Source: an optimization exercise on an open RTL-to-GDS flow (aim: small area, a short achievable clock period and few clock cycles per item). Production flows keep margins and buffers that such runs may drop.
Where RTL was checked, it was by simulation tests only, not by an equivalence proof against the original.
Only the layout flow was run in run 1; the RTL was not checked for function there.
Power figures rest on the tool's default switching activity, not on a simulated workload.

===== design/flow/flow/run.sh =====
#!/bin/bash
# Standard layout, with each port buffered by the smallest buffer cell
set -euo pipefail
export BUFFER_PORTS_ARGS="-buffer_cell sky130_fd_sc_hd__buf_1"
bash standard.sh > standard.log 2>&1

===== design/flow/standard.sh =====
#!/bin/bash
# synth_recipe.tcl (not shown) runs the flow's synth.tcl, then flattens the netlist and writes it again
# the make line also repeats each setting of config.mk as NAME=value (left out here)
make -C /OpenROAD-flow-scripts/flow DESIGN_CONFIG=/design/flow/config.mk WORK_HOME=/design/flow/orfs CLKGATE_MAP_FILE= SYNTH_SCRIPT=/design/flow/synth_recipe.tcl "${@:-finish}"

===== design/flow/config.mk =====
export PLATFORM = sky130hd
export DESIGN_NAME = lc4_pipeline
export DESIGN_NICKNAME = lc4_pipeline
export VERILOG_FILES = /design/flow/design.v
export SDC_FILE = /design/flow/constraint.sdc
export NUM_CORES = 4
export LEC_CHECK = 0
export ABC_CLOCK_PERIOD_IN_PS = 3500
export CAP_MARGIN = 20
export CORE_MARGIN = 2
export CORE_UTILIZATION = 50
export SETUP_SLACK_MARGIN = 3.5
export SLEW_MARGIN = 20

===== design/flow/constraint.sdc =====
create_clock -name core_clock -period 7.0 [get_ports {gwe}]
set_input_delay 1.4000 -clock core_clock [delete_from_list [all_inputs] [get_ports {gwe}]]
set_output_delay 1.4000 -clock core_clock [all_outputs]
set_load 0.01 [all_outputs]

===== design/flow/design.v =====
`timescale 1ns/10ps
`default_nettype none
package lc4_pkg;
   typedef logic [15:0] word_t;
   typedef logic [2:0]  reg_idx_t;
   localparam word_t RESET_PC = 16'h8200;
   function automatic logic writes_rd(input logic [15:0] insn);
      case (insn[15:12])
         4'b0001: writes_rd = (insn[5:3] != 3'b011);
         4'b0101: writes_rd = 1'b1;
         4'b0110: writes_rd = 1'b1;
         4'b1001: writes_rd = 1'b1;
         4'b1101: writes_rd = insn[8];
         default: writes_rd = 1'b0;
      endcase
   endfunction
   function automatic logic is_load(input logic [15:0] insn);
      is_load = (insn[15:12] == 4'b0110);
   endfunction
   function automatic logic is_store(input logic [15:0] insn);
      is_store = (insn[15:12] == 4'b0111);
   endfunction
   function automatic logic is_mul(input logic [15:0] insn);
      is_mul = (insn[15:12] == 4'b0001) && (insn[5:3] == 3'b001);
   endfunction
   function automatic logic [15:0] csa_s(input logic [15:0] a, input logic [15:0] b,
                                         input logic [15:0] c);
      csa_s = a ^ b ^ c;
   endfunction
   function automatic logic [15:0] csa_c(input logic [15:0] a, input logic [15:0] b,
                                         input logic [15:0] c);
      csa_c = ((a & b) | (a & c) | (b & c)) << 1;
   endfunction
endpackage
`default_nettype wire
`timescale 1ns/10ps
`default_nettype none
module lc4_decoder (
   input  wire  [15:0] i_insn,
   output logic [2:0]  o_rt
);
   assign o_rt = (i_insn[15:12] == 4'b0111 || i_insn[15:12] == 4'b1101) ?
                 i_insn[11:9] : i_insn[2:0];
endmodule
`default_nettype wire
`timescale 1ns/10ps
`default_nettype none
module lc4_regfile (
   input  wire         gwe,
   input  wire         i_clr,
   input  wire  [2:0]  i_rs,
   input  wire  [2:0]  i_rt,
   input  wire  [2:0]  i_rd,
   input  wire  [15:0] i_wdata,
   input  wire         i_rd_we,
   output logic [15:0] o_rs_data,
   output logic [15:0] o_rt_data
);
   logic [15:0] regs [8];
   always_ff @(posedge gwe) begin
      for (int i = 0; i < 8; i++) begin
         if (i_clr || (i_rd_we && i_rd == 3'(i))) begin
            regs[i] <= i_clr ? 16'd0 : i_wdata;
         end
      end
   end
   assign o_rs_data = (i_rd_we && i_rd == i_rs) ? i_wdata : regs[i_rs];
   assign o_rt_data = (i_rd_we && i_rd == i_rt) ? i_wdata : regs[i_rt];
endmodule
`default_nettype wire
`timescale 1ns/10ps
`default_nettype none
module lc4_alu (
   input  wire  [15:0] i_insn,
   input  wire  [15:0] i_a,         
   input  wire  [15:0] i_b,         
   output logic [15:0] o_result
);
   logic [3:0]  op;
   logic [15:0] imm5, imm6, imm9, bsel, sum, lres;
   logic        cin;
   assign op   = i_insn[15:12];
   assign imm5 = {{11{i_insn[4]}}, i_insn[4:0]};
   assign imm6 = {{10{i_insn[5]}}, i_insn[5:0]};
   assign imm9 = {{7{i_insn[8]}}, i_insn[8:0]};
   always_comb begin
      cin  = 1'b0;
      bsel = i_b;
      if (op[2]) begin
         bsel = imm6;                       
      end else if (i_insn[5]) begin
         bsel = imm5;                       
      end else if (i_insn[4]) begin
         bsel = ~i_b;                       
         cin  = 1'b1;
      end
   end
   assign sum = i_a + bsel + {15'd0, cin};
   always_comb begin
      case (i_insn[5:3])
         3'b000:  lres = i_a & i_b;
         3'b001:  lres = ~i_a;
         3'b010:  lres = i_a | i_b;
         3'b011:  lres = i_a ^ i_b;
         default: lres = i_a & imm5;
      endcase
   end
   always_comb begin
      case (op)
         4'b0101: o_result = lres;
         4'b1001: o_result = imm9;
         4'b1101: o_result = {i_insn[7:0], i_b[7:0]};
         default: o_result = sum;           
      endcase
   end
endmodule
module lc4_mul_csa (
   input  wire  [15:0] i_x,
   input  wire  [15:0] i_y,
   output logic [15:0] o_s,
   output logic [15:0] o_c
);
   logic [16:0] y;
   logic [15:0] pp [9];
   logic [15:0] l1 [6];
   logic [15:0] l2 [4];
   logic [15:0] l3 [3];
   assign y = {i_y, 1'b0};
   always_comb begin
      logic one, two, neg;
      logic [15:0] m;
      pp[8] = '0;
      for (int i = 0; i < 8; i++) begin
         one = y[2*i+1] ^ y[2*i];
         two = (y[2*i+2] && !y[2*i+1] && !y[2*i]) || (!y[2*i+2] && y[2*i+1] && y[2*i]);
         neg = y[2*i+2];
         m   = one ? i_x : two ? {i_x[14:0], 1'b0} : 16'd0;
         pp[i] = (m ^ {16{neg}}) << (2*i);
         pp[8][2*i] = neg;
      end
      for (int k = 0; k < 3; k++) begin
         l1[2*k]   = lc4_pkg::csa_s(pp[3*k], pp[3*k+1], pp[3*k+2]);
         l1[2*k+1] = lc4_pkg::csa_c(pp[3*k], pp[3*k+1], pp[3*k+2]);
      end
      for (int k = 0; k < 2; k++) begin
         l2[2*k]   = lc4_pkg::csa_s(l1[3*k], l1[3*k+1], l1[3*k+2]);
         l2[2*k+1] = lc4_pkg::csa_c(l1[3*k], l1[3*k+1], l1[3*k+2]);
      end
      l3[0] = lc4_pkg::csa_s(l2[0], l2[1], l2[2]);
      l3[1] = lc4_pkg::csa_c(l2[0], l2[1], l2[2]);
      l3[2] = l2[3];
      o_s = lc4_pkg::csa_s(l3[0], l3[1], l3[2]);
      o_c = lc4_pkg::csa_c(l3[0], l3[1], l3[2]);
   end
endmodule
`default_nettype wire
`timescale 1ns/10ps
`default_nettype none
module lc4_hazard (
   input  wire  [15:0] i_reg_data,    
   input  wire         i_sel_res,     
   input  wire         i_sel_ld,      
   input  wire  [15:0] i_m_res,
   input  wire  [15:0] i_dmem_data,
   output logic [15:0] o_data
);
   assign o_data = i_sel_res ? i_m_res : i_sel_ld ? i_dmem_data : i_reg_data;
endmodule
`default_nettype wire
`timescale 1ns/10ps
`default_nettype none
module lc4_pipeline #(
   parameter logic [15:0] RESET_PC = 16'h8200
) (
   input  wire         gwe,
   input  wire         i_rst_n,
   output logic [15:0] o_cur_pc,
   input  wire  [15:0] i_cur_insn,
   output logic [15:0] o_dmem_addr,
   output logic        o_dmem_we,
   output logic [15:0] o_dmem_towrite,
   input  wire  [15:0] i_cur_dmem_data,
   output logic [1:0]  o_trace_stall,
   output logic [15:0] o_trace_pc,
   output logic [15:0] o_trace_insn,
   output logic        o_trace_regfile_we,
   output logic [2:0]  o_trace_wsel,
   output logic [15:0] o_trace_wdata,
   output logic        o_trace_nzp_we,
   output logic [2:0]  o_trace_nzp_bits,
   output logic        o_trace_dmem_we,
   output logic [15:0] o_trace_dmem_addr,
   output logic [15:0] o_trace_dmem_data
);
   logic [15:0] pc_q;                     
   logic        go_q;                     
   logic        clr_q;                    
   logic        xv_q;                     
   logic [15:0] x_insn_q;
   logic [15:0] x_a_q, x_b_q;             
   logic        x_mul_q;                  
   logic        dep_q;                    
   logic        brs_res_q;                
   logic        brt_res_q;                
   logic        brt_ld_q;                 
   logic        mv_q;                     
   logic        m_we_q, m_ld_q, m_st_q, m_mul_q;
   logic [15:0] m_insn_q, m_res_q, m_sd_q;
   logic        cv_q;                     
   logic        seen_q;                   
   logic [15:0] c_insn_q, c_val_q, c_addr_q;
   logic [15:0] tpc_q;                    
   logic [2:0]  f_rt;
   logic [3:0]  f_op;
   logic [15:0] f_a, f_b, m_wdata;
   logic        x_go, go_d, x_we, x_ld, f_mul, f_st, f_rs_used, f_rt_used, f_rs_hit, f_rt_hit;
   logic        f_dep;
   lc4_decoder u_predecode (.i_insn(i_cur_insn), .o_rt(f_rt));
   lc4_regfile u_regfile (
      .gwe(gwe), .i_clr(clr_q),
      .i_rs(i_cur_insn[8:6]), .i_rt(f_rt),
      .i_rd(m_insn_q[11:9]), .i_wdata(m_wdata), .i_rd_we(m_we_q),
      .o_rs_data(f_a), .o_rt_data(f_b)
   );
   assign x_go = go_q;
   assign x_we = xv_q && x_go && lc4_pkg::writes_rd(x_insn_q);
   assign x_ld = lc4_pkg::is_load(x_insn_q);
   assign f_op      = i_cur_insn[15:12];
   assign f_mul     = lc4_pkg::is_mul(i_cur_insn);
   assign f_st      = lc4_pkg::is_store(i_cur_insn);
   assign f_rs_used = (f_op == 4'b0001 || f_op == 4'b0101 || f_op[3:1] == 3'b011);
   assign f_rt_used = (f_op == 4'b0111 || f_op == 4'b1101 ||
                       ((f_op == 4'b0001 || f_op == 4'b0101) && !i_cur_insn[5]));
   assign f_rs_hit  = x_we && i_cur_insn[8:6] == x_insn_q[11:9];
   assign f_rt_hit  = x_we && f_rt == x_insn_q[11:9];
   assign f_dep     = (f_rs_used && f_rs_hit && (x_mul_q || f_mul || x_ld)) ||
                      (f_rt_used && f_rt_hit && (x_mul_q || f_mul || (x_ld && !f_st)));
   assign go_d      = !f_dep;
   assign o_cur_pc = pc_q;
   logic [15:0] a_x, b_x, sd_x, alu_x, mul_s, mul_c;
   assign a_x = brs_res_q ? m_res_q : x_a_q;
   lc4_hazard u_byp_rt (
      .i_reg_data(x_b_q), .i_sel_res(brt_res_q), .i_sel_ld(1'b0),
      .i_m_res(m_res_q), .i_dmem_data(i_cur_dmem_data), .o_data(b_x)
   );
   assign sd_x = brt_ld_q ? i_cur_dmem_data : b_x;
   lc4_alu u_alu (.i_insn(x_insn_q), .i_a(a_x), .i_b(b_x), .o_result(alu_x));
   lc4_mul_csa u_mul (.i_x(x_a_q), .i_y(x_b_q), .o_s(mul_s), .o_c(mul_c));
   assign m_wdata = m_ld_q ? i_cur_dmem_data : m_mul_q ? m_res_q + m_sd_q : m_res_q;
   assign o_dmem_addr    = m_res_q;
   assign o_dmem_we      = m_st_q;
   assign o_dmem_towrite = m_sd_q;
   always_ff @(posedge gwe or negedge i_rst_n) begin
      if (!i_rst_n) begin
         pc_q      <= RESET_PC;
         go_q      <= 1'b1;
         clr_q     <= 1'b1;
         xv_q      <= 1'b0;
         dep_q     <= 1'b0;
         brs_res_q <= 1'b0;
         brt_res_q <= 1'b0;
         brt_ld_q  <= 1'b0;
         mv_q      <= 1'b0;
         m_we_q    <= 1'b0;
         m_st_q    <= 1'b0;
         cv_q      <= 1'b0;
         seen_q    <= 1'b0;
      end else begin
         pc_q      <= pc_q + {15'd0, go_d};
         go_q      <= go_d;
         clr_q     <= 1'b0;
         xv_q      <= 1'b1;
         dep_q     <= f_dep;
         brs_res_q <= f_rs_hit && !x_ld;
         brt_res_q <= f_rt_hit && !x_ld;
         brt_ld_q  <= f_rt_hit && x_ld;
         mv_q      <= xv_q && x_go;
         m_we_q    <= x_we;
         m_st_q    <= xv_q && x_go && lc4_pkg::is_store(x_insn_q);
         cv_q      <= mv_q;
         seen_q    <= seen_q || cv_q;
      end
   end
   always_ff @(posedge gwe) begin
      x_insn_q <= i_cur_insn;
      x_a_q    <= f_a;
      x_b_q    <= f_b;
      x_mul_q  <= f_mul;
      m_insn_q <= x_insn_q;
      m_ld_q   <= x_ld;
      m_mul_q  <= x_mul_q;
      m_res_q  <= x_mul_q ? mul_s : alu_x;
      m_sd_q   <= x_mul_q ? mul_c : sd_x;
      c_insn_q <= m_insn_q;
      c_addr_q <= m_res_q;
      c_val_q  <= m_st_q ? m_sd_q : m_wdata;
      tpc_q    <= pc_q - 16'd1 - {15'd0, go_q};
   end
   logic c_we, c_mem;
   assign c_we  = lc4_pkg::writes_rd(c_insn_q);
   assign c_mem = lc4_pkg::is_load(c_insn_q) || lc4_pkg::is_store(c_insn_q);
   assign o_trace_stall      = {!cv_q, !cv_q && seen_q};
   assign o_trace_pc         = tpc_q;
   assign o_trace_insn       = c_insn_q;
   assign o_trace_regfile_we = c_we;
   assign o_trace_wsel       = c_insn_q[11:9];
   assign o_trace_wdata      = c_val_q;
   assign o_trace_nzp_we     = c_we;
   assign o_trace_nzp_bits   = c_val_q[15] ? 3'b100 : (c_val_q == 16'd0) ? 3'b010 : 3'b001;
   assign o_trace_dmem_we    = lc4_pkg::is_store(c_insn_q);
   assign o_trace_dmem_addr  = c_mem ? c_addr_q : 16'd0;
   assign o_trace_dmem_data  = c_mem ? c_val_q : 16'd0;
endmodule
`default_nettype wire

==> impl_metrics.env, run 1 <==
export IMPL_ys_types=79
export IMPL_synthesis_area_um2=20280
export IMPL_drive_above_1_share_pct=15.50
export IMPL_ys_seq_area_share_pct=38.40
export IMPL_setup_slack_ps=3055
export IMPL_p_leak_nw=9.633
export IMPL_cts_sinks=318
export IMPL_die_w_um=205.4
export IMPL_ys_ff_latch=318
export IMPL_first_pass_iters=12
export IMPL_finalSetupTns_ps=0
export IMPL_fin_util_pct=60.40
export IMPL_drv_slew=0
export IMPL_fin_nets=2552
export IMPL_synth_area_leaders="edfxtp_1, dfxtp_1, o21ai_0, nand2_1, ha_1"
export IMPL_fill_cells=3502
export IMPL_clk_pin_slew_ps=60
export IMPL_core_area_um2=39910
export IMPL_synthesis_instances=2256
export IMPL_cp_arrival_ps=4440
export IMPL_htreeDepth=2
export IMPL_powerDensity_nw_per_um2=451.7
export IMPL_final_hold_viol_count=0
export IMPL_drcViolationCount=0
export IMPL_fin_skew_ps=32.90
export IMPL_critPathKind="register to register"
export IMPL_clk_path_buf_depth=3
export IMPL_multi_input_area_um2=11770
export IMPL_status="timing/DRC/antenna clean"
export IMPL_synth_enable_flop_cells=128
export IMPL_ys_top_cells_by_count="nand2_1, o21ai_0, dfxtp_1"
export IMPL_place_ws_ps=2031
export IMPL_synth_top_area_cell="edfxtp_1"
export IMPL_peakVddDrop_v=0.0005094
export IMPL_via_count=18270
export IMPL_min_period_ps=3945
export IMPL_setup_violations=0
export IMPL_viasPerCell=6.177
export IMPL_grt_pass1_vias=17100
export IMPL_insertion_delay_ps=570
export IMPL_largest_register="u_regfile.regs"
export IMPL_yosysMostFrequentCell="nand2_1"
export IMPL_port_buffers=173
export IMPL_root_buffer="clkbuf_16"
export IMPL_grt_overflow=0
export IMPL_regArea_um2=7850
export IMPL_die_area_um2=42190
export IMPL_avgRoutedWirePerCell_um=24.20
export IMPL_syn_nets=2403
export IMPL_synth_ff_type="dfxtp_1"
export IMPL_dp_hpwl_um=45360
export IMPL_antenna_found_initial=2
export IMPL_holdCritPathClass="register to register"
export IMPL_postRouteAntennaNets=0
export IMPL_area_growth_pct=18.87
export IMPL_async_flop_share_pct=8.491
export IMPL_path_max_fanout=22
export IMPL_antenna_cells=0
export IMPL_grt_util_all_layers_pct=33.42
export IMPL_io_pins=174
export IMPL_hold_slack_ps=325.2
export IMPL_worstMarginPinSlew_ps=1196
export IMPL_grt_pass1_wl_um=105300
export IMPL_largest_register_ffs=128
export IMPL_cts_tree="yes"
export IMPL_syn_area_per_cell_um2=8.990
export IMPL_maxClockFrequency_ghz=0.2535
export IMPL_hold_buffers=0
export IMPL_maxCapViolCount=0
export IMPL_yosysWarnings=9
export IMPL_yosysTopAreaCellShare_pct=18.95
export IMPL_start_kind="register"
export IMPL_finalCritPeriodShare_pct=56.36
export IMPL_crit_path_end_kind="register"
export IMPL_rows=73
export IMPL_required_ps=7500
export IMPL_finalPower_mw=10.89
export IMPL_grt_max_degree=52
export IMPL_die_y_um=205.4
export IMPL_rsz0062_at_grt="yes"
export IMPL_start_util_pct=50.81
export IMPL_first_iter_violations=1896
export IMPL_gp_congestion=0.9648
export IMPL_slew_headroom_pct=19.70
export IMPL_postRouteWirelength_um=71570
export IMPL_cts_buffers=37
[cells by family after synthesis]
group | count (synthesis) | share of synthesized area, %
fa+ha+maj | 149 | 10.27
xor+xnor | 101 | 4.362
other cells | 2 | 0.03703
compound gates | 611 | 18.12
mux | 129 | 8.378
simple gates | 646 | 14.42
buf+inv | 300 | 6.027
flops | 318 | 38.40
[where the power goes]
group / total [mW] / internal, mW / switching [mW]
Combinational: 6.03 / 2.72 / 3.31
Sequential: 2.95 / 2.42 / 0.531
Clock: 1.91 / 1.11 / 0.804
Total: 10.9 / 6.25 / 4.64
[cell type report]
type	count	share of cell area, %
Inverter	115	1.816
Multi-Input combinational cell	1640	48.83
Sequential cell	318	32.56
Tap cell	525	2.725
Clock inverter	17	0.6695
Clock buffer	50	4.256
Timing Repair Buffer	293	9.144
[metal layers]
metal | wire (µm) | vias to the layer above | global-route usage (%) | share of wire (%)
met5 | 0 | - | 0 | 0
met4 | 2985 | 0 | 14.11 | 4.2
met3 | 6912 | 168 | 5.670 | 9.7
met2 | 32480 | 928 | 52.55 | 45
met1 | 29190 | 8844 | 45.67 | 41
li1 | - | 8331 | - | -
[worst max-delay path: stages, from the launching register on]
cell      delay, ps
dfxtp_1         340
buf_6           250
nor2_1           90
nor3_1          190
o21ai_1         130
fa_1            570
inv_2            50
fa_1            580
fa_2            440
fa_1            560
nand2b_4        170
nand4b_1        100
mux2_4          320
o211ai_1         80
[metrics by stage]
stage / instance area (µm²) / instances
6_report: 24110 / 2958
2_1_floorplan: 20420 / 2256
3_3_place_gp: 21180 / 2810
5_1_grt: 24110 / 2958
3_5_place_dp: 21180 / 2811
4_1_cts: 23790 / 2942
[what timing repair did]
item | in CTS | in global routing
pin swaps | 37 | 24
endpoints found under the setup margin | 69 | 83
gates resized for setup | 141 | 59
buffers inserted | 47 | 15
cloned | 17 | 1
[path summary, 6_finish.rpt]
path,startpoint,endpoint,slack [ps],cells after the start
worst max-delay path,x_a_q[5],m_res_q[14],3060,13
worst min-delay path,m_insn_q[14],c_insn_q[14],330,0
worst max register to register,x_a_q[5],m_res_q[14],3060,13
worst min register to register,m_insn_q[14],c_insn_q[14],330,0
max in group asynchronous,i_rst_n,seen_q,5680,1
min in group asynchronous,i_rst_n,pc_q[5],870,1
[cells in the final DEF (no fill, tap or decap), types with 14 or more instances in the layout]
| cell | netlist | routed |
|---|---|---|
| dfxtp_1 | 163 | 143 |
| o211ai_1 | 41 | 41 |
| o22ai_1 | 47 | 37 |
| nor2_1 | 155 | 146 |
| buf_4 | 6 | 68 |
| mux2_2 | 45 | 43 |
| inv_1 | 113 | 106 |
| a31oi_1 | 39 | 38 |
| edfxtp_1 | 128 | 128 |
| xnor2_1 | 68 | 67 |
| nand3_1 | 37 | 34 |
| nand2b_1 | 32 | 30 |
| dfxtp_4 | 0 | 15 |
| mux2i_1 | 57 | 52 |
| o21ai_1 | 4 | 17 |
| buf_1 | 26 | 167 |
| ha_1 | 72 | 66 |
| buf_6 | 6 | 17 |
| nor2b_1 | 26 | 24 |
| clkbuf_16 | 0 | 39 |
| o21ai_0 | 222 | 204 |
| nor3_1 | 27 | 26 |
| a21oi_1 | 136 | 122 |
| a22oi_1 | 15 | 15 |
| nand2_1 | 272 | 270 |
| fa_1 | 41 | 33 |
| a21oi_2 | 0 | 14 |
| mux4_2 | 18 | 18 |
| maj3_1 | 36 | 28 |
| and3_1 | 20 | 17 |
| dfrtp_1 | 23 | 23 |
| and2_1 | 36 | 36 |
| xor2_1 | 33 | 30 |
==> run 2, diff against run 1 <==
--- a/design/flow/design.v
+++ b/design/flow/design.v
@@ -202,5 +202,4 @@
    logic        dep_q;                    
-   logic        brs_res_q;                
-   logic        brt_res_q;                
-   logic        brt_ld_q;                 
+   logic        brs_res_q, brs_ld_q;      
+   logic        brt_res_q, brt_ld_q;      
    logic        mv_q;                     
@@ -215,4 +214,3 @@
    logic [15:0] f_a, f_b, m_wdata;
-   logic        x_go, go_d, x_we, x_ld, f_mul, f_st, f_rs_used, f_rt_used, f_rs_hit, f_rt_hit;
-   logic        f_dep;
+   logic        x_go, go_d, x_we, x_ld, f_mul, f_rs_used, f_rt_used, f_rs_hit, f_rt_hit, f_dep;
    lc4_decoder u_predecode (.i_insn(i_cur_insn), .o_rt(f_rt));
@@ -229,3 +227,2 @@
    assign f_mul     = lc4_pkg::is_mul(i_cur_insn);
-   assign f_st      = lc4_pkg::is_store(i_cur_insn);
    assign f_rs_used = (f_op == 4'b0001 || f_op == 4'b0101 || f_op[3:1] == 3'b011);
@@ -235,13 +232,16 @@
    assign f_rt_hit  = x_we && f_rt == x_insn_q[11:9];
-   assign f_dep     = (f_rs_used && f_rs_hit && (x_mul_q || f_mul || x_ld)) ||
-                      (f_rt_used && f_rt_hit && (x_mul_q || f_mul || (x_ld && !f_st)));
+   assign f_dep     = (x_mul_q || f_mul) && ((f_rs_used && f_rs_hit) || (f_rt_used && f_rt_hit));
    assign go_d      = !f_dep;
+   logic [15:0] pc_inc;
+   assign pc_inc   = pc_q + 16'd1;
    assign o_cur_pc = pc_q;
-   logic [15:0] a_x, b_x, sd_x, alu_x, mul_s, mul_c;
-   assign a_x = brs_res_q ? m_res_q : x_a_q;
+   logic [15:0] a_x, b_x, alu_x, mul_s, mul_c;
+   lc4_hazard u_byp_rs (
+      .i_reg_data(x_a_q), .i_sel_res(brs_res_q), .i_sel_ld(brs_ld_q),
+      .i_m_res(m_res_q), .i_dmem_data(i_cur_dmem_data), .o_data(a_x)
+   );
    lc4_hazard u_byp_rt (
-      .i_reg_data(x_b_q), .i_sel_res(brt_res_q), .i_sel_ld(1'b0),
+      .i_reg_data(x_b_q), .i_sel_res(brt_res_q), .i_sel_ld(brt_ld_q),
       .i_m_res(m_res_q), .i_dmem_data(i_cur_dmem_data), .o_data(b_x)
    );
-   assign sd_x = brt_ld_q ? i_cur_dmem_data : b_x;
    lc4_alu u_alu (.i_insn(x_insn_q), .i_a(a_x), .i_b(b_x), .o_result(alu_x));
@@ -260,2 +260,3 @@
          brs_res_q <= 1'b0;
+         brs_ld_q  <= 1'b0;
          brt_res_q <= 1'b0;
@@ -268,3 +269,3 @@
       end else begin
-         pc_q      <= pc_q + {15'd0, go_d};
+         pc_q      <= go_d ? pc_inc : pc_q;
          go_q      <= go_d;
@@ -274,2 +275,3 @@
          brs_res_q <= f_rs_hit && !x_ld;
+         brs_ld_q  <= f_rs_hit && x_ld;
          brt_res_q <= f_rt_hit && !x_ld;
@@ -292,3 +294,3 @@
       m_res_q  <= x_mul_q ? mul_s : alu_x;
-      m_sd_q   <= x_mul_q ? mul_c : sd_x;
+      m_sd_q   <= x_mul_q ? mul_c : b_x;
       c_insn_q <= m_insn_q;
==> run 2 against run 1 <==
Effect of this change: synthesized cell count rose by 4.3%; die area increased by 1.4%; still clean on timing, DRC and antenna; largest power group unchanged; register-to-register slack better by 180 ps; critical path type is now input port to register; global-route usage fell by 1.2 points; sequential power about the same.
==> impl_metrics.env, run 2 <==
export IMPL_grt_pass1_vias=17150
export IMPL_cp_arrival_ps=4290
export IMPL_synthesis_instances=2353
export IMPL_antenna_cells=0
export IMPL_ys_seq_area_share_pct=37.98
export IMPL_fin_nets=2596
export IMPL_maxClockFrequency_ghz=0.2599
export IMPL_first_pass_iters=6
export IMPL_largest_register="u_regfile.regs"
export IMPL_p_int_mw=5.879
export IMPL_holdCritPathClass="register to register"
export IMPL_clkPwrFrac_pct=19.8
export IMPL_cts_buffers=38
export IMPL_die_y_um=206.8
export IMPL_setup_violations=0
export IMPL_grt_max_degree=58
export IMPL_drcViolationCount=0
export IMPL_hold_slack_ps=325.0
export IMPL_dp_hpwl_um=46490
export IMPL_drv_slew=0
export IMPL_p_switching_mw=4.446
export IMPL_start_kind="input port"
export IMPL_maxCapViolCount=0
export IMPL_rows=74
export IMPL_ys_top_cells_by_count="nand2_1, o21ai_0, nor2_1"
export IMPL_clk_pin_slew_ps=60
export IMPL_finalCritPeriodShare_pct=54.96
export IMPL_ys_types=84
export IMPL_area_growth_pct=15.10
export IMPL_grt_util_all_layers_pct=32.22
export IMPL_ys_ff_latch=319
export IMPL_worstMarginPinSlew_ps=1114
export IMPL_place_area_um2=21420
export IMPL_fin_skew_ps=16.87
export IMPL_largest_register_ffs=128
export IMPL_critPathKind="input port to register"
export IMPL_port_buffers=173
export IMPL_avgRoutedWirePerCell_um=23.21
export IMPL_via_count=18480
export IMPL_required_ps=7440
export IMPL_die_w_um=206.8
export IMPL_gp_congestion=0.9734
export IMPL_p_leak_nw=9.345
export IMPL_slew_headroom_pct=24.97
export IMPL_htreeDepth=2
export IMPL_place_ws_ps=2289
export IMPL_first_iter_violations=2096
export IMPL_hold_buffers=0
export IMPL_grt_overflow=0
export IMPL_cts_tree="yes"
export IMPL_peakVddDrop_v=0.0003265
export IMPL_start_util_pct=50.49
export IMPL_insertion_delay_ps=570
export IMPL_core_area_um2=40740
export IMPL_synth_ff_type="dfxtp_1"
export IMPL_grt_pass1_wl_um=103600
export IMPL_p_comb_share_pct=51.5
export IMPL_setup_slack_ps=3153
export IMPL_cts_sinks=319
export IMPL_final_cells=3012
export IMPL_powerDensity_nw_per_um2=436.1
export IMPL_dp_cells=2901
export IMPL_synth_area_leaders="edfxtp_1, dfxtp_1, nand2_1, o21ai_0, ha_1"
export IMPL_synthesis_area_um2=20570
export IMPL_seqPwrFrac_pct=28.6
export IMPL_postRouteAntennaNets=0
export IMPL_synth_enable_flop_cells=128
export IMPL_rsz0062_at_grt="yes"
export IMPL_antenna_found_initial=1
export IMPL_root_buffer="clkbuf_16"
export IMPL_async_flop_share_pct=8.777
export IMPL_clk_path_buf_depth=3
export IMPL_viasPerCell=6.134
export IMPL_die_area_um2=42770
export IMPL_layout_commonest_cell="nand2_1"
export IMPL_min_period_ps=3847
export IMPL_syn_area_per_cell_um2=8.741
export IMPL_finalSetupTns_ps=0
export IMPL_yosysMostFrequentCell="nand2_1"
export IMPL_yosysTopAreaCellShare_pct=18.69
export IMPL_final_cell_area_um2=23670
export IMPL_finalPower_mw=10.33
export IMPL_fin_util_pct=58.11
export IMPL_final_cell_mix="nand2_1, o21ai_0, nor2_1"
export IMPL_io_pins=174
export IMPL_yosysWarnings=9
export IMPL_postRouteWirelength_um=69910
export IMPL_final_hold_viol_count=0
export IMPL_path_max_fanout=3
export IMPL_synth_top_area_cell="edfxtp_1"
export IMPL_syn_nets=2499
export IMPL_switching_share_pct=43.06
export IMPL_status="timing/DRC/antenna clean"
export IMPL_crit_path_end_kind="register"
export IMPL_drive_above_1_share_pct=12.58
run 2: cell types whose count changed in the layout (fill, tap and decap cells not counted), moves of 10 or more:
cell | before | now
a21oi_1 | 122 | 159
a31oi_1 | 38 | 23
buf_4 | 68 | 56
bufbuf_16 | 12 | 2
mux2_2 | 43 | 29
mux2i_1 | 52 | 72
nand2_1 | 270 | 282
nand3_1 | 34 | 62
nor2_1 | 146 | 178
o21ai_0 | 204 | 191
or3_1 | 4 | 14
xnor2_1 | 67 | 57
run 2: timing repair:
item	4_1_cts	5_1_grt
setup endpoints to repair	69	67
resized for setup	103	60
setup buffers	21	15
pin swaps	25	9
gates cloned	3	2
hold endpoints to repair	0	0
run 2: final cells by class:
class / instances / area [µm²]
clock buffers: 58 / 1159
clock inverters: 12 / 155.1
fillers: 3691 / 17070
inverters: 108 / 410.4
multi-input cells: 1728 / 11860
flip-flops and latches: 319 / 7884
well taps: 532 / 665.6
repair buffers: 255 / 1545
run 2: worst max-delay path: stages:
cell      delay [ps]
buf_6             90
mux2_4           260
mux2i_4          160
xor2_1            90
a21oi_1          220
fa_2             270
inv_2             50
fa_2             340
nor2b_2          160
o31a_1           190
o211ai_1         160
a21oi_2          220
nor3_2            70
buf_4            150
nor3b_2          140
o21ai_1           70
a22o_1           240
run 2: worst paths after layout:
path / startpoint / endpoint / slack, ps / cells past startpoint
max: i_cur_dmem_data[0] / m_res_q[12] / 3150 / 17
min: m_insn_q[0] / c_insn_q[0] / 330 / 0
max reg2reg: x_a_q[6] / m_res_q[15] / 3240 / 13
min reg2reg: m_insn_q[0] / c_insn_q[0] / 330 / 0
max in group asynchronous: i_rst_n / brt_res_q / 5590 / 1
min in group asynchronous: i_rst_n / pc_q[8] / 890 / 1
run 2: kinds of logic (layout without fill, tap and decap cells):
kind of cell | count (synthesis) | after routing | synth area share [%]
AND/OR/NAND/NOR | 744 | 744 | 16.51
AO/OA/AOI/OAI | 623 | 623 | 18.33
flip-flops | 319 | 319 | 37.98
buffers and inverters | 306 | 433 | 6.010
adder cells (fa/ha/maj) | 141 | 141 | 9.721
multiplexers | 125 | 125 | 7.306
XOR/XNOR | 93 | 93 | 4.100
other | 2 | 2 | 0.03651
run 2: power groups by stage:
stage / clock [mW] / combinational, mW / sequential [mW]
finish: 2.05 / 5.32 / 2.96
global route: 2.15 / 5.80 / 2.99
CTS: 2.07 / 5.16 / 2.94
detailed placement: 0 / 4.87 / 3.00
global placement: 0 / 4.82 / 2.98
floorplan: 0 / 3.33 / 2.71
run 2: routing by layer:
layer / track usage (%) / up-vias / wire (µm)
li1: - / 8557 / -
met1: 44.44 / 8902 / 28580
met2: 50.74 / 870 / 32150
met3: 5.667 / 148 / 6547
met4: 12.26 / 0 / 2626
met5: 0 / - / 0
Testbench counts of run 2, summed over its fixed seeds: cycles 16,466, items 16,000.
==> run 3, diff against run 2 <==
--- a/design/flow/design.v
+++ b/design/flow/design.v
@@ -234,4 +234,2 @@
    assign go_d      = !f_dep;
-   logic [15:0] pc_inc;
-   assign pc_inc   = pc_q + 16'd1;
    assign o_cur_pc = pc_q;
@@ -269,3 +267,3 @@
       end else begin
-         pc_q      <= go_d ? pc_inc : pc_q;
+         pc_q      <= pc_q + {15'd0, go_d};
          go_q      <= go_d;
==> run 3 against run 2 <==
Effect of this change: final area is 1.3% lower; still clean; sequential share of layout area is 0.38 points higher; critical path type unchanged; synthesized cell count is 4.0% lower; final cell count is 2.6% lower.
==> impl_metrics.env, run 3 <==
export IMPL_slew_headroom_pct=29.02
export IMPL_path_cells="buf_6 > mux2i_1 > nor2_1 > a21oi_2 > xnor2_1 > a21oi_1 > fa_2 > inv_2 > fa_2 > nor2b_2 > o31a_1 > o211ai_1 > a21oi_2 > nor3_4 > o21ba_2 > o21ai_1 > a22o_1"
export IMPL_largest_register="u_regfile.regs"
export IMPL_status="timing/DRC/antenna clean"
export IMPL_avgRoutedWirePerCell_um=23.28
export IMPL_first_pass_iters=6
export IMPL_yosysMostFrequentCell="nand2_1"
export IMPL_cts_tree="yes"
export IMPL_reg2reg_depth=12
export IMPL_yosysTopAreaCellShare_pct=19.02
export IMPL_p_leak_nw=9.095
export IMPL_io_pins=174
export IMPL_ys_seq_area_share_pct=38.67
export IMPL_maxClockFrequency_ghz=0.2660
export IMPL_final_hold_viol_count=0
export IMPL_port_buffers=173
export IMPL_peakVddDrop_v=0.0003407
export IMPL_holdCritPathClass="register to register"
export IMPL_required_ps=7440
export IMPL_async_flop_share_pct=8.777
export IMPL_largest_register_ffs=128
export IMPL_dp_hpwl_um=47060
export IMPL_insertion_delay_ps=570
export IMPL_rrSetupSlack_ps=3340
export IMPL_ys_top_cells_by_count="nand2_1, nor2_1, o21ai_0"
export IMPL_first_iter_violations=1598
export IMPL_syn_area_per_cell_um2=8.940
export IMPL_powerDensity_nw_per_um2=451.9
export IMPL_min_delay_start="m_insn_q[3]"
export IMPL_crit_slowest_cell="fa_2"
export IMPL_antenna_found_initial=4
export IMPL_setup_violations=0
export IMPL_r2r_start="x_b_q[9]"
export IMPL_synth_enable_flop_cells=128
export IMPL_min_to="c_insn_q[3]"
export IMPL_cp_arrival_ps=4200
export IMPL_grt_max_degree=57
export IMPL_core_area_um2=39820
export IMPL_drive_above_1_share_pct=13.82
export IMPL_drv_slew=0
export IMPL_finalSetupTns_ps=0
export IMPL_path_max_fanout=3
export IMPL_gp_congestion=0.9524
export IMPL_layout_commonest_cell="nand2_1"
export IMPL_hold_buffers=0
export IMPL_drcViolationCount=0
export IMPL_final_cell_mix="nand2_1, nor2_1, o21ai_0"
export IMPL_viasPerCell=6.082
export IMPL_root_buffer="clkbuf_16"
export IMPL_die_area_um2=42030
export IMPL_worstMarginPinSlew_ps=1065
export IMPL_synth_area_leaders="edfxtp_1, dfxtp_1, o21ai_0, ha_1, nand2_1"
export IMPL_synth_top_area_cell="edfxtp_1"
export IMPL_cts_sinks=319
export IMPL_clk_pin_slew_ps=60
export IMPL_synthesis_instances=2260
export IMPL_synth_ff_type="dfxtp_1"
export IMPL_maxCapViolCount=0
export IMPL_finalCritPeriodShare_pct=53.71
export IMPL_synthesis_area_um2=20200
export IMPL_clk_path_buf_depth=3
export IMPL_r2r_end="m_sd_q[14]"
export IMPL_rsz0062_at_grt="yes"
export IMPL_min_delay_path_depth=0
export IMPL_yosysWarnings=9
export IMPL_fin_nets=2528
export IMPL_via_count=17850
export IMPL_grt_util_all_layers_pct=32.13
export IMPL_syn_nets=2407
export IMPL_postRouteAntennaNets=0
export IMPL_start_util_pct=50.74
export IMPL_htreeDepth=2
export IMPL_area_growth_pct=15.68
export IMPL_min_period_ps=3760
export IMPL_crit_path_end_kind="register"
export IMPL_hold_slack_ps=326.3
export IMPL_slowest_delay_ps=380
export IMPL_die_w_um=205.0
export IMPL_cts_buffers=37
export IMPL_grt_pass1_wl_um=102500
export IMPL_critPathKind="input port to register"
export IMPL_fin_skew_ps=26.26
export IMPL_postRouteWirelength_um=68340
export IMPL_start_kind="input port"
export IMPL_grt_overflow=0
export IMPL_rows=73
export IMPL_ys_ff_latch=319
export IMPL_die_y_um=205.0
export IMPL_grt_pass1_vias=16550
export IMPL_ys_types=91
[run 3: cells by family (layout without fill, tap and decap cells)]
| family | Yosys count | after routing | synth area share [%] |
|---|---|---|---|
| other cells | 2 | 3 | 0.03717 |
| compound gates | 632 | 632 | 19.39 |
| buf+inv | 286 | 435 | 5.685 |
| xor+xnor | 99 | 99 | 4.397 |
| fa+ha+maj | 126 | 126 | 9.165 |
| flops | 319 | 319 | 38.67 |
| simple gates | 661 | 661 | 14.87 |
| mux | 135 | 135 | 7.790 |
[run 3: how the worst max path moves through the flow]
stage          cells after the start  slack (ps)     endpoint          startpoint
4_1_cts                           17        3240  m_res_q[12]  i_cur_dmem_data[0]
3_5_place_dp                      14        2250  m_res_q[15]            x_b_q[2]
2_1_floorplan                     16        3070  m_res_q[12]  i_cur_dmem_data[0]
3_3_place_gp                      14        2330  m_res_q[15]            x_b_q[2]
6_report                          17        3240  m_res_q[12]  i_cur_dmem_data[0]
5_1_grt                           17        3090  m_res_q[14]  i_cur_dmem_data[0]
[run 3: power breakdown]
part | leakage, nW | internal, mW | switching (mW)
combinational | 5.46 | 2.32 | 3.25
clock | 0.610 | 1.17 | 0.818
sequential | 3.02 | 2.41 | 0.592
total | 9.09 | 5.91 | 4.66
[run 3: critical path: cells and delay by family]
family | cells | cell delay [ps]
buffers and inverters | 2 | 170
AOI/OAI and AO/OA | 8 | 1460
adders and majority gates | 2 | 590
xor gates and xnor gates | 1 | 150
muxes | 1 | 120
and+or+nand+nor | 3 | 310
[run 3: cell type report]
| class | count | area, µm² |
|---|---|---|
| Clock inverter | 12 | 150.1 |
| Timing Repair Buffer | 264 | 1551 |
| Antenna cell | 1 | 2.502 |
| Clock buffer | 55 | 1099 |
| Inverter | 104 | 405.4 |
| Tap cell | 525 | 656.9 |
| Multi-Input combinational cell | 1655 | 11640 |
| Fill cell | 3620 | 16450 |
| Sequential cell | 319 | 7871 |
[run 3: metrics by stage]
stage / utilization [%] / cells / instance area (µm²) / setup slack (ps) / total power, mW
final: 58.69 / 2935 / 23370 / 3240 / 10.56
after global routing: 58.69 / 2935 / 23370 / 3087 / 11.19
after CTS: 57.31 / 2902 / 22820 / 3244 / 10.35
after detailed placement: 53.04 / 2812 / 21120 / 2245 / 8.232
after global placement: 53.04 / 2812 / 21120 / 2325 / 8.143
after floorplan: - / 2260 / 20340 / 3067 / 6.252
[run 3: routing by layer]
metal  track usage (%)  wire, µm  vias to the layer above
met5                 0        11                        -
met4             11.79      2417                        2
met3             4.152      5091                      132
met2             51.64     31580                      782
met1             44.43     29240                     8610
li1                  -         -                     8326
[run 3: what timing repair did]
action	4_1_cts	5_1_grt
endpoints found under the setup margin	73	53
setup buffers	22	30
endpoints found under the hold margin	0	0
cloned	1	2
pin swaps	21	21
resized for setup	83	72
Testbench counts of run 3, summed over its fixed seeds: cycles 16,466, items 16,000.
==> run 4, diff against run 3 <==
--- a/design/flow/design.v
+++ b/design/flow/design.v
@@ -234,2 +234,4 @@
    assign go_d      = !f_dep;
+   logic [15:0] pc_inc;
+   assign pc_inc   = pc_q + 16'd1;
    assign o_cur_pc = pc_q;
@@ -267,3 +269,3 @@
       end else begin
-         pc_q      <= pc_q + {15'd0, go_d};
+         pc_q      <= go_d ? pc_inc : pc_q;
          go_q      <= go_d;
==> design/flow/flow/run.sh (replaced) <==
#!/bin/bash
# Standard layout, with each port buffered by the smallest buffer cell, and with adders and
# compressors left to abc as plain gates rather than full/half adder cells
set -euo pipefail
export BUFFER_PORTS_ARGS="-buffer_cell sky130_fd_sc_hd__buf_1"
export ADDER_MAP_FILE=
bash standard.sh > standard.log 2>&1
==> run 4 against run 3 <==
Effect of this change: still clean; sequential share of layout area down 0.17 points; maximum frequency is 7.0% higher; final area increased by 0.41%; core utilization rose by 0.37 points; largest cell class unchanged; largest power group unchanged.
==> impl_metrics.env, run 4 <==
export IMPL_status="timing/DRC/antenna clean"
export IMPL_setup_violations=0
export IMPL_rsz0062_at_grt="yes"
export IMPL_grt_max_degree=56
export IMPL_start_kind="input port"
export IMPL_powerDensity_nw_per_um2=479.0
export IMPL_place_ws_ps=2342
export IMPL_grt_pass1_wl_um=101100
export IMPL_port_buffers=173
export IMPL_synth_area_leaders="edfxtp_1, dfxtp_1, xnor2_1, nand2_1, o21ai_0"
export IMPL_syn_nets=2284
export IMPL_largest_register="u_regfile.regs"
export IMPL_fin_nets=2404
export IMPL_path_max_fanout=3
export IMPL_cp_arrival_ps=3970
export IMPL_fill_cells=3555
export IMPL_yosysWarnings=9
export IMPL_critPathKind="input port to register"
export IMPL_yosysMostFrequentCell="nand2_1"
export IMPL_viasPerCell=6.289
export IMPL_crit_path_end_kind="register"
export IMPL_ys_types=90
export IMPL_core_area_um2=39730
export IMPL_start_util_pct=50.74
export IMPL_maxCapViolCount=0
export IMPL_insertion_delay_ps=540
export IMPL_layout_commonest_cell="nand2_1"
export IMPL_ys_seq_area_share_pct=38.75
export IMPL_synthesis_instances=2250
export IMPL_place_area_um2=21200
export IMPL_dp_hpwl_um=46320
export IMPL_finalSetupTns_ps=0
export IMPL_syn_area_per_cell_um2=8.961
export IMPL_fin_skew_ps=12.52
export IMPL_root_buffer="clkbuf_16"
export IMPL_yosysTopAreaCellShare_pct=19.06
export IMPL_die_w_um=204.8
export IMPL_finalCritPeriodShare_pct=50.18
export IMPL_synth_ff_type="dfxtp_1"
export IMPL_postRouteWirelength_um=68940
export IMPL_final_cell_mix="nand2_1, buf_1, o21ai_0"
export IMPL_required_ps=7460
export IMPL_postRouteAntennaNets=0
export IMPL_first_iter_violations=2090
export IMPL_cts_sinks=319
export IMPL_area_growth_pct=16.40
export IMPL_grt_util_all_layers_pct=31.69
export IMPL_p_leak_nw=8.619
export IMPL_ys_top_cells_by_count="nand2_1, dfxtp_1, o21ai_0"
export IMPL_min_period_ps=3513
export IMPL_drcViolationCount=0
export IMPL_grt_overflow=0
export IMPL_clk_path_buf_depth=3
export IMPL_peakVddDrop_v=0.0003383
export IMPL_grt_pass1_vias=16640
export IMPL_drv_slew=0
export IMPL_first_pass_iters=7
export IMPL_cts_buffers=35
export IMPL_synth_enable_flop_cells=128
export IMPL_antenna_found_initial=2
export IMPL_maxClockFrequency_ghz=0.2847
export IMPL_avgRoutedWirePerCell_um=23.59
export IMPL_final_hold_viol_count=0
export IMPL_async_flop_share_pct=8.777
export IMPL_drive_above_1_share_pct=15.48
export IMPL_htreeDepth=2
export IMPL_holdCritPathClass="register to register"
export IMPL_worstMarginPinSlew_ps=1094
export IMPL_hold_buffers=0
export IMPL_rows=73
export IMPL_largest_register_ffs=128
export IMPL_clk_pin_slew_ps=70
export IMPL_cts_tree="yes"
export IMPL_io_pins=174
export IMPL_die_area_um2=41950
export IMPL_synthesis_area_um2=20160
export IMPL_final_cell_area_um2=23470
export IMPL_synth_top_area_cell="edfxtp_1"
export IMPL_via_count=18380
export IMPL_slew_headroom_pct=27.09
export IMPL_setup_slack_ps=3487
export IMPL_die_y_um=204.8
export IMPL_gp_congestion=0.9697
export IMPL_ys_ff_latch=319
run 4: cell count changes in the layout (fill, tap and decap cells not counted), moves of 31 or more:
cell	previous run	this run
xnor2_1	67	136
inv_1	96	41
ha_1	69	0
nor2_1	196	145
xor2_1	29	60
fa_1	35	0
maj3_1	12	47
run 4: area by class of cell:
class / count / area, µm² / share of cell area (%)
clock inverter: 16 / 172.7 / 0.7358
antenna: 1 / 2.502 / 0.01066
inverter: 51 / 212.7 / 0.9064
timing repair buffer: 270 / 1539 / 6.558
sequential: 319 / 7864 / 33.51
tap: 525 / 656.9 / 2.799
multi-input combinational: 1693 / 12040 / 51.32
clock buffer: 48 / 975.9 / 4.159
run 4: metal layers:
layer  routed length, µm  vias up  global-route usage [%]  part of all wire (%)
met1               28600     8818                   42.54                    41
met5                   0        -                       0                     0
li1                    -     8432                       -                     -
met4                3024        0                   13.59                   4.4
met2               31140      934                   50.36                    45
met3                6173      200                   5.472                   9.0
run 4: power by group:
group / switching (mW) / leakage [nW] / internal (mW) / total (mW)
registers: 0.518 / 3.03 / 2.42 / 2.94
logic: 3.75 / 5.04 / 2.72 / 6.47
clock network: 0.775 / 0.551 / 1.06 / 1.84
run 4: cells by family after synthesis:
group,share of synthesized area (%)
compound gates,21.25
flops,38.75
fa+ha+maj,2.594
xor+xnor,9.607
mux,7.856
simple gates,15.06
buf+inv,4.847
other cells,0.03725
run 4: final timing paths:
check	startpoint	to	slack [ps]	cells past startpoint
max reg2reg	x_insn_q[5]	m_res_q[10]	3490	12
min in group asynchronous	i_rst_n	seen_q	920	1
max in group asynchronous	i_rst_n	brt_res_q	5520	1
min	m_insn_q[3]	c_insn_q[3]	320	0
max	i_cur_dmem_data[4]	m_res_q[10]	3490	12
min reg2reg	m_insn_q[3]	c_insn_q[3]	320	0
run 4: what timing repair did:
action | in CTS | in global routing
cloned | 1 | 2
setup buffers | 16 | 31
pin swaps | 22 | 40
endpoints found under the setup margin | 146 | 86
gates resized for setup | 82 | 108
run 4: worst max-delay path: stages:
cell and delay (ps):
buf_1 120, mux2_2 300, o211ai_1 210, xnor2_1 200, nand2_1 140, maj3_2 330
a31o_2 270, o41ai_4 70, a21oi_2 110, maj3_2 320, or3_1 300, a32oi_1 180
run 4: metrics by stage:
| stage | instances | total power, mW | utilization, % | hold slack, ps |
|---|---|---|---|---|
| after CTS | 2889 | 10.85 | 57.31 | 320.8 |
| final | 2923 | 11.24 | 59.06 | 323.6 |
| after global placement | 2807 | 8.743 | 53.32 | 311.1 |
| after global routing | 2922 | 11.85 | 59.06 | 329.7 |
| after floorplan | 2250 | 7.155 | - | 309.6 |
| after detailed placement | 2808 | 8.816 | 53.36 | 313.2 |
Testbench counts of run 4, summed over its fixed seeds: cycles 16,466, items 16,000.
==> run 5, diff against run 4 <==
--- a/design/flow/design.v
+++ b/design/flow/design.v
@@ -208,2 +208,3 @@
    logic        cv_q;                     
+   logic        c_we_q, c_mem_q, c_st_q;   
    logic        seen_q;                   
@@ -296,2 +297,5 @@
       c_insn_q <= m_insn_q;
+      c_we_q   <= lc4_pkg::writes_rd(m_insn_q);
+      c_mem_q  <= m_ld_q || lc4_pkg::is_store(m_insn_q);
+      c_st_q   <= lc4_pkg::is_store(m_insn_q);
       c_addr_q <= m_res_q;
@@ -300,5 +304,2 @@
    end
-   logic c_we, c_mem;
-   assign c_we  = lc4_pkg::writes_rd(c_insn_q);
-   assign c_mem = lc4_pkg::is_load(c_insn_q) || lc4_pkg::is_store(c_insn_q);
    assign o_trace_stall      = {!cv_q, !cv_q && seen_q};
@@ -306,10 +307,10 @@
    assign o_trace_insn       = c_insn_q;
-   assign o_trace_regfile_we = c_we;
+   assign o_trace_regfile_we = c_we_q;
    assign o_trace_wsel       = c_insn_q[11:9];
    assign o_trace_wdata      = c_val_q;
-   assign o_trace_nzp_we     = c_we;
+   assign o_trace_nzp_we     = c_we_q;
    assign o_trace_nzp_bits   = c_val_q[15] ? 3'b100 : (c_val_q == 16'd0) ? 3'b010 : 3'b001;
-   assign o_trace_dmem_we    = lc4_pkg::is_store(c_insn_q);
-   assign o_trace_dmem_addr  = c_mem ? c_addr_q : 16'd0;
-   assign o_trace_dmem_data  = c_mem ? c_val_q : 16'd0;
+   assign o_trace_dmem_we    = c_st_q;
+   assign o_trace_dmem_addr  = c_mem_q ? c_addr_q : 16'd0;
+   assign o_trace_dmem_data  = c_mem_q ? c_val_q : 16'd0;
 endmodule
--- a/design/flow/config.mk
+++ b/design/flow/config.mk
@@ -11,2 +11,4 @@
 export CORE_UTILIZATION = 50
+export CTS_CLUSTER_DIAMETER = 100
+export CTS_CLUSTER_SIZE = 22
 export SETUP_SLACK_MARGIN = 3.5
==> run 5 against run 4 <==
Effect of this change: critical path depth stayed put; via count decreased by 2.2%; critical path type unchanged; synthesized cell count decreased by 1.6%; global-route usage is 0.21 points higher.
==> impl_metrics.env, run 5 <==
export IMPL_status="timing/DRC/antenna clean"
export IMPL_holdCritPathClass="register to register"
export IMPL_die_y_um=204.9
export IMPL_root_buffer="clkbuf_16"
export IMPL_met3_length_um=5904
export IMPL_area_growth_pct=11.80
export IMPL_p_comb_share_pct=59.4
export IMPL_maxCapViolCount=0
export IMPL_peakVddDrop_v=0.0003467
export IMPL_async_flop_share_pct=8.696
export IMPL_viasPerCell=6.331
export IMPL_ys_seq_area_share_pct=39.01
export IMPL_setup_violations=0
export IMPL_min_period_ps=3507
export IMPL_via_count=17970
export IMPL_grt_pass1_vias=16520
export IMPL_gp_congestion=0.9373
export IMPL_p_int_mw=5.491
export IMPL_synth_enable_flop_cells=128
export IMPL_avgRoutedWirePerCell_um=24.21
export IMPL_drive_above_1_share_pct=13.44
export IMPL_rows=73
export IMPL_yosysTopAreaCellShare_pct=19.05
export IMPL_postRouteWirelength_um=68740
export IMPL_ys_types=95
export IMPL_die_area_um2=41980
export IMPL_place_area_um2=21050
export IMPL_fin_nets=2335
export IMPL_core_area_um2=39820
export IMPL_cp_arrival_ps=4020
export IMPL_p_leak_nw=8.214
export IMPL_ys_top_cells_by_count="nand2_1, dfxtp_1, nor2_1"
export IMPL_critPathKind="input port to register"
export IMPL_yosysWarnings=9
export IMPL_path_cells="buf_8 > mux2_4 > o2111ai_2 > or4b_4 > maj3_2 > and4_4 > o211ai_2 > nand3_4 > a311oi_4 > nand2_1 > nor3_1 > o32a_1"
export IMPL_finalCritPeriodShare_pct=50.10
export IMPL_syn_nets=2249
export IMPL_first_pass_iters=6
export IMPL_rsz0062_at_grt="yes"
export IMPL_synth_ff_type="dfxtp_1"
export IMPL_largest_register="u_regfile.regs"
export IMPL_cts_sinks=322
export IMPL_postRouteAntennaNets=0
export IMPL_setup_slack_ps=3493
export IMPL_clk_pin_slew_ps=100
export IMPL_grt_max_degree=56
export IMPL_switching_share_pct=46.67
export IMPL_top_layer="met4"
export IMPL_slowest_delay_ps=490
export IMPL_crit_path_end_kind="register"
export IMPL_crit_slowest_cell="or4b_4"
export IMPL_io_pins=174
export IMPL_hold_slack_ps=332.2
export IMPL_crit_family="simple AND/OR/NAND/NOR gates"
export IMPL_clk_path_buf_depth=3
export IMPL_final_hold_viol_count=0
export IMPL_drcViolationCount=0
export IMPL_worstMarginPinSlew_ps=1072
export IMPL_maxClockFrequency_ghz=0.2852
export IMPL_synthesis_area_um2=20180
export IMPL_layout_commonest_cell="nand2_1"
export IMPL_cts_tree="yes"
export IMPL_route_met2_wl_um=31780
export IMPL_hold_buffers=0
export IMPL_start_kind="input port"
export IMPL_port_buffers=173
export IMPL_synth_top_area_cell="edfxtp_1"
export IMPL_grt_overflow=0
export IMPL_start_util_pct=50.68
export IMPL_slew_headroom_pct=28.53
export IMPL_grt_pass1_wl_um=102000
export IMPL_antenna_cells=0
export IMPL_final_cell_mix="nand2_1, buf_1, nor2_1"
export IMPL_htreeDepth=1
export IMPL_grt_util_all_layers_pct=31.90
export IMPL_first_iter_violations=1802
export IMPL_die_w_um=204.9
export IMPL_syn_area_per_cell_um2=9.111
export IMPL_seqPwrFrac_pct=28.9
export IMPL_required_ps=7510
export IMPL_clkPwrFrac_pct=11.8
export IMPL_synthesis_instances=2215
export IMPL_ys_ff_latch=322
export IMPL_antenna_found_initial=1
export IMPL_final_cell_area_um2=22560
export IMPL_finalPower_mw=10.30
export IMPL_finalSetupTns_ps=0
export IMPL_yosysMostFrequentCell="nand2_1"
export IMPL_crit_buf_inv=1
export IMPL_synth_area_leaders="edfxtp_1, dfxtp_1, xnor2_1, nand2_1, a21oi_1"
export IMPL_p_switching_mw=4.806
export IMPL_fin_skew_ps=24.11
export IMPL_path_max_fanout=4
export IMPL_drv_slew=0
export IMPL_met1_length_um=28380
export IMPL_largest_register_ffs=128
export IMPL_insertion_delay_ps=560
export IMPL_place_ws_ps=2099
export IMPL_dp_hpwl_um=47430
export IMPL_cts_buffers=19
export IMPL_powerDensity_nw_per_um2=456.4
-- run 5: cell types whose count changed after synthesis, sizes merged, moves of 7 or more --
cell and delta:
nand2 -13, and2 +7, a21oi -11, nand3 -10, nor2 +8, o21ai -22
clkbuf -11, buf +9, xnor2 -12, xor2 +10, o211ai +7
-- run 5: final timing paths --
| path | startpoint | end | slack [ps] | depth (start not counted) |
|---|---|---|---|---|
| worst max-delay path | i_cur_dmem_data[4] | m_res_q[14] | 3490 | 12 |
| worst min-delay path | m_insn_q[2] | c_insn_q[2] | 330 | 0 |
| worst max register to register | brt_ld_q | m_res_q[14] | 3580 | 11 |
| worst min register to register | m_insn_q[2] | c_insn_q[2] | 330 | 0 |
| max in group asynchronous | i_rst_n | brt_ld_q | 5620 | 1 |
| min in group asynchronous | i_rst_n | pc_q[10] | 890 | 1 |
-- run 5: logic make-up (layout without fill, tap and decap cells) --
kind of cell    after synthesis  after routing  share of synthesized area, %
simple gates                660            660                         15.81
compound gates              619            619                         20.39
flops                       322            322                         39.01
buf+inv                     231            329                         4.972
xor+xnor                    211            211                         9.511
mux                         122            123                         7.868
fa+ha+maj                    48             48                         2.406
other cells                   2              2                       0.03721
-- run 5: layer usage --
metal / vias to the layer above / track usage (%)
li1: 8207 / -
met1: 8710 / 42.94
met2: 887 / 51.50
met3: 169 / 5.775
met4: 0 / 11.46
met5: - / 0
-- run 5: timing repair --
action                                  in CTS  in global routing
cloned                                       3                  0
pin swaps                                    9                 19
buffers inserted                            19                 13
endpoints found under the setup margin     135                110
resized for setup                           78                 91
-- run 5: final cells by class --
| type | count | area [µm²] |
|---|---|---|
| fill | 3659 | 17260 |
| multi-input combinational | 1663 | 11840 |
| sequential | 322 | 7921 |
| timing repair buffer | 249 | 1376 |
| tap | 525 | 656.9 |
| clock buffer | 28 | 509.2 |
| inverter | 45 | 178.9 |
| clock inverter | 6 | 76.32 |
| timing repair inverter | 1 | 7.507 |
-- run 5: per-stage QoR --
stage	utilization (%)	std cells
floorplan	-	2215
global placement	52.86	2769
detailed placement	52.86	2769
CTS	55.56	2825
global route	56.65	2839
finish	56.65	2839
-- run 5: worst reg2reg max path: stages (launching register included) --
cell and delay [ps]:
dfrtp_2 750, mux2_4 380, o2111ai_2 170, or4b_4 490, maj3_2 320, and4_4 170, o211ai_2 90, nand3_4 160
a311oi_4 340, nand2_1 100, nor3_1 210, o32a_1 180
-- run 5: power by group through the flow --
stage | combinational (mW) | sequential [mW] | clock, mW
finish | 6.11 | 2.97 | 1.21
global route | 6.55 | 3.01 | 1.28
CTS | 5.83 | 2.94 | 1.23
detailed placement | 5.61 | 2.97 | 0
global placement | 5.49 | 2.96 | 0
floorplan | 4.15 | 2.75 | 0
Testbench counts of run 5, summed over its fixed seeds: cycles 16,466, items 16,000.
==> run 6, diff against run 5 <==
--- a/design/flow/config.mk
+++ b/design/flow/config.mk
@@ -7,3 +7,3 @@
 export LEC_CHECK = 0
-export ABC_CLOCK_PERIOD_IN_PS = 3500
+export ABC_AREA = 1
 export CAP_MARGIN = 20
==> run 6 against run 5 <==
Effect of this change: worst setup slack better by 160 ps; critical path depth grew 1; final cell count grew 28%; hold slack got worse by 4.3 ps; largest cell class unchanged; total power down 19%; register-to-register slack better by 80 ps; final area fell by 2.5%; largest power group unchanged; clock skew is 27 ps higher; sequential power decreased by 3%; combinational power decreased by 31%; maximum frequency is 4.9% higher; die area decreased by 0.45%.
==> impl_metrics.env, run 6 <==
export IMPL_drv_slew=0
export IMPL_clk_path_buf_depth=3
export IMPL_p_leak_nw=10.50
export IMPL_setup_slack_ps=3657
export IMPL_crit_buf_inv=0
export IMPL_grt_pass1_vias=19350
export IMPL_first_iter_violations=2211
export IMPL_start_util_pct=50.56
export IMPL_start_kind="register"
export IMPL_yosysWarnings=9
export IMPL_powerDensity_nw_per_um2=379.2
export IMPL_finalSetupTns_ps=0
export IMPL_place_ws_ps=3001
export IMPL_synthesis_area_um2=20090
export IMPL_syn_area_per_cell_um2=6.816
export IMPL_synthesis_instances=2947
export IMPL_cpMostUsedCell="nand2_1"
export IMPL_rsz0062_at_grt="yes"
export IMPL_busiest_layer="met2"
export IMPL_ys_ff_latch=322
export IMPL_use_met1_pct=49.49
export IMPL_ys_top_cells_by_count="nand2_1, inv_1, nand3_1"
export IMPL_cp_arrival_ps=3700
export IMPL_postRouteWirelength_um=75240
export IMPL_grt_overflow=0
export IMPL_grt_pass1_wl_um=113500
export IMPL_htreeDepth=1
export IMPL_async_flop_share_pct=8.696
export IMPL_grt_util_all_layers_pct=35.56
export IMPL_syn_nets=2981
export IMPL_gp_congestion=0.9965
export IMPL_synth_enable_flop_cells=128
export IMPL_finalPower_mw=8.338
export IMPL_synth_area_leaders="edfxtp_1, nand2_1, dfxtp_1, nand3_1, inv_1"
export IMPL_crit_family="simple AND/OR/NAND/NOR gates"
export IMPL_ys_types=64
export IMPL_antenna_found_initial=0
export IMPL_yosysMostFrequentCell="nand2_1"
export IMPL_met3_usage_pct=6.091
export IMPL_root_buffer="clkbuf_16"
export IMPL_fill_cells=3904
export IMPL_slowest_delay_ps=540
export IMPL_viasPerCell=5.812
export IMPL_hold_slack_ps=327.9
export IMPL_grt_use_met2_pct=54.25
export IMPL_yosysTopAreaCellShare_pct=19.14
export IMPL_finalCritPeriodShare_pct=47.76
export IMPL_grt_max_degree=34
export IMPL_maxCapViolCount=0
export IMPL_clk_pin_slew_ps=90
export IMPL_rows=73
export IMPL_die_area_um2=41790
export IMPL_via_count=21040
export IMPL_final_hold_viol_count=0
export IMPL_maxClockFrequency_ghz=0.2991
export IMPL_fin_nets=3115
export IMPL_synth_top_area_cell="edfxtp_1"
export IMPL_core_area_um2=39730
export IMPL_largest_register="u_regfile.regs"
export IMPL_final_cell_area_um2=21990
export IMPL_die_y_um=204.4
export IMPL_insertion_delay_ps=570
export IMPL_first_pass_iters=6
export IMPL_holdCritPathClass="register to register"
export IMPL_drcViolationCount=0
export IMPL_largest_register_ffs=128
export IMPL_critPathKind="register to register"
export IMPL_worstMarginPinSlew_ps=995.6
export IMPL_cts_buffers=20
export IMPL_die_w_um=204.4
export IMPL_avgRoutedWirePerCell_um=20.78
export IMPL_postRouteAntennaNets=0
export IMPL_peakVddDrop_v=0.0002332
export IMPL_area_growth_pct=9.462
export IMPL_status="timing/DRC/antenna clean"
export IMPL_layout_commonest_cell="nand2_1"
export IMPL_path_cells="nand2_1 > o21ai_0 > nand2_1 > nand2_1 > nand2_1 > nand2_1 > nand3_1 > nand2_1 > a21oi_1 > xor2_1 > o21ai_0 > o21ai_0 > nor2_2"
export IMPL_ys_seq_area_share_pct=39.19
export IMPL_crit_path_end_kind="register"
export IMPL_port_buffers=173
export IMPL_place_area_um2=21120
export IMPL_fin_skew_ps=51.58
export IMPL_drive_above_1_share_pct=5.398
export IMPL_required_ps=7360
export IMPL_path_max_fanout=8
export IMPL_min_period_ps=3343
export IMPL_io_pins=174
export IMPL_synth_ff_type="dfxtp_1"
export IMPL_cts_sinks=322
export IMPL_dp_hpwl_um=56540
export IMPL_setup_violations=0
export IMPL_slew_headroom_pct=32.93
export IMPL_final_cell_mix="nand2_1, inv_1, nand3_1"
export IMPL_crit_slowest_cell="dfxtp_1"
export IMPL_cts_tree="yes"
run 6: changes by cell type after synthesis, moves of 30 or more:
cell | before | now
nand3_1 | 39 | 296
nand2b_1 | 33 | 0
maj3_1 | 44 | 0
o21ai_0 | 134 | 164
and2_1 | 52 | 8
nand2_1 | 226 | 1015
inv_1 | 40 | 349
xnor2_1 | 131 | 6
a21oi_1 | 148 | 79
mux2i_1 | 72 | 0
clkbuf_1 | 97 | 50
run 6: power by group:
part	switching [mW]	internal, mW
combinational	2.88	1.33
clock	0.682	0.561
sequential	0.511	2.37
run 6: cell families (layout without fill, tap and decap cells):
group / count (synthesis) / count (layout) / share of synthesized area (%)
DFF: 322 / 322 / 39.19
other: 2 / 3 / 0.03739
buffers and inverters: 474 / 621 / 9.493
xor gates and xnor gates: 61 / 61 / 2.697
and+or+nand+nor: 1602 / 1602 / 33.47
AOI/OAI and AO/OA: 486 / 486 / 15.11
run 6: per-layer routing:
layer  routed length, µm  vias to the layer above
li1                    -                    10020
met4                3491                        0
met2               32400                     1133
met5                   0                        -
met3                7892                      196
met1               31450                     9694
run 6: final cells by class:
class	count	area, µm²	share of cell area [%]
diodes	1	2.502	0.01138
clock buffers	30	538.0	2.447
clock inverters	5	91.34	0.4154
inverters	370	1416	6.442
multi-input cells	2151	10380	47.22
flip-flops and latches	322	7881	35.84
well taps	525	656.9	2.988
repair buffers	216	1018	4.632
run 6: final timing paths:
check / startpoint / endpoint / slack (ps) / cells past startpoint
max in group asynchronous: i_rst_n / brs_res_q / 5600 / 1
setup reg to reg: m_res_q[0] / u_regfile.regs[1][10] / 3660 / 13
hold reg to reg: m_insn_q[1] / c_insn_q[1] / 330 / 0
min in group asynchronous: i_rst_n / pc_q[5] / 870 / 1
setup / recovery: m_res_q[0] / u_regfile.regs[1][10] / 3660 / 13
hold / removal: m_insn_q[1] / c_insn_q[1] / 330 / 0
run 6: stage by stage:
stage          cells  utilization [%]
2_1_floorplan   2947                -
3_3_place_gp    3573            53.17
3_5_place_dp    3573            53.17
4_1_cts         3608            54.77
5_1_grt         3619            55.33
6_report        3620            55.34
run 6: what timing repair did:
item	4_1_cts	5_1_grt
setup endpoints to repair	12	76
gates resized for setup	3	31
buffers inserted	0	10
endpoints found under the hold margin	0	0
hold buffers	0	0

-- separate check: timing with driven ports --
In the flow no input, the clock included, has a driving cell. The finished layouts below were timed again as built, in two steps.
Step 1 sets driving cells, clkbuf_16 on the clock port and buf_2 on the other inputs (assumed; they add their load-dependent delay and slew).
Step 2 adds t to the input delays and takes it off the output delays; t is the mean of the earliest and latest rising clock arrival at the registers after step 1. Input paths then give back, and output paths get back, about the clock's delay inside the block.
a / b / c = ideal / step 1 / step 2; a / b = the first two.
run	t, ns	setup WS [ns]	latest minus earliest clock arrival (ns)	worst slew at a driven data input, ns
run 1	0.611	3.055 / 3.055 / 2.708	0.034 / 0.034	0.05
run 2	0.611	3.153 / 3.175 / 2.563	0.017 / 0.017	0.06
run 3	0.609	3.240 / 3.249 / 2.639	0.028 / 0.027	0.09
run 4	0.589	3.487 / 3.489 / 2.915	0.013 / 0.013	0.10
run 5	0.607	3.493 / 3.503 / 2.896	0.024 / 0.024	0.07
run 6	0.605	3.657 / 3.640 / 3.104	0.051 / 0.052	0.07
After both steps every run listed still meets setup and hold. For run 3, which loses most, drivers alone change the setup slack by +0.009 ns; drivers and shift together by -0.601 ns.
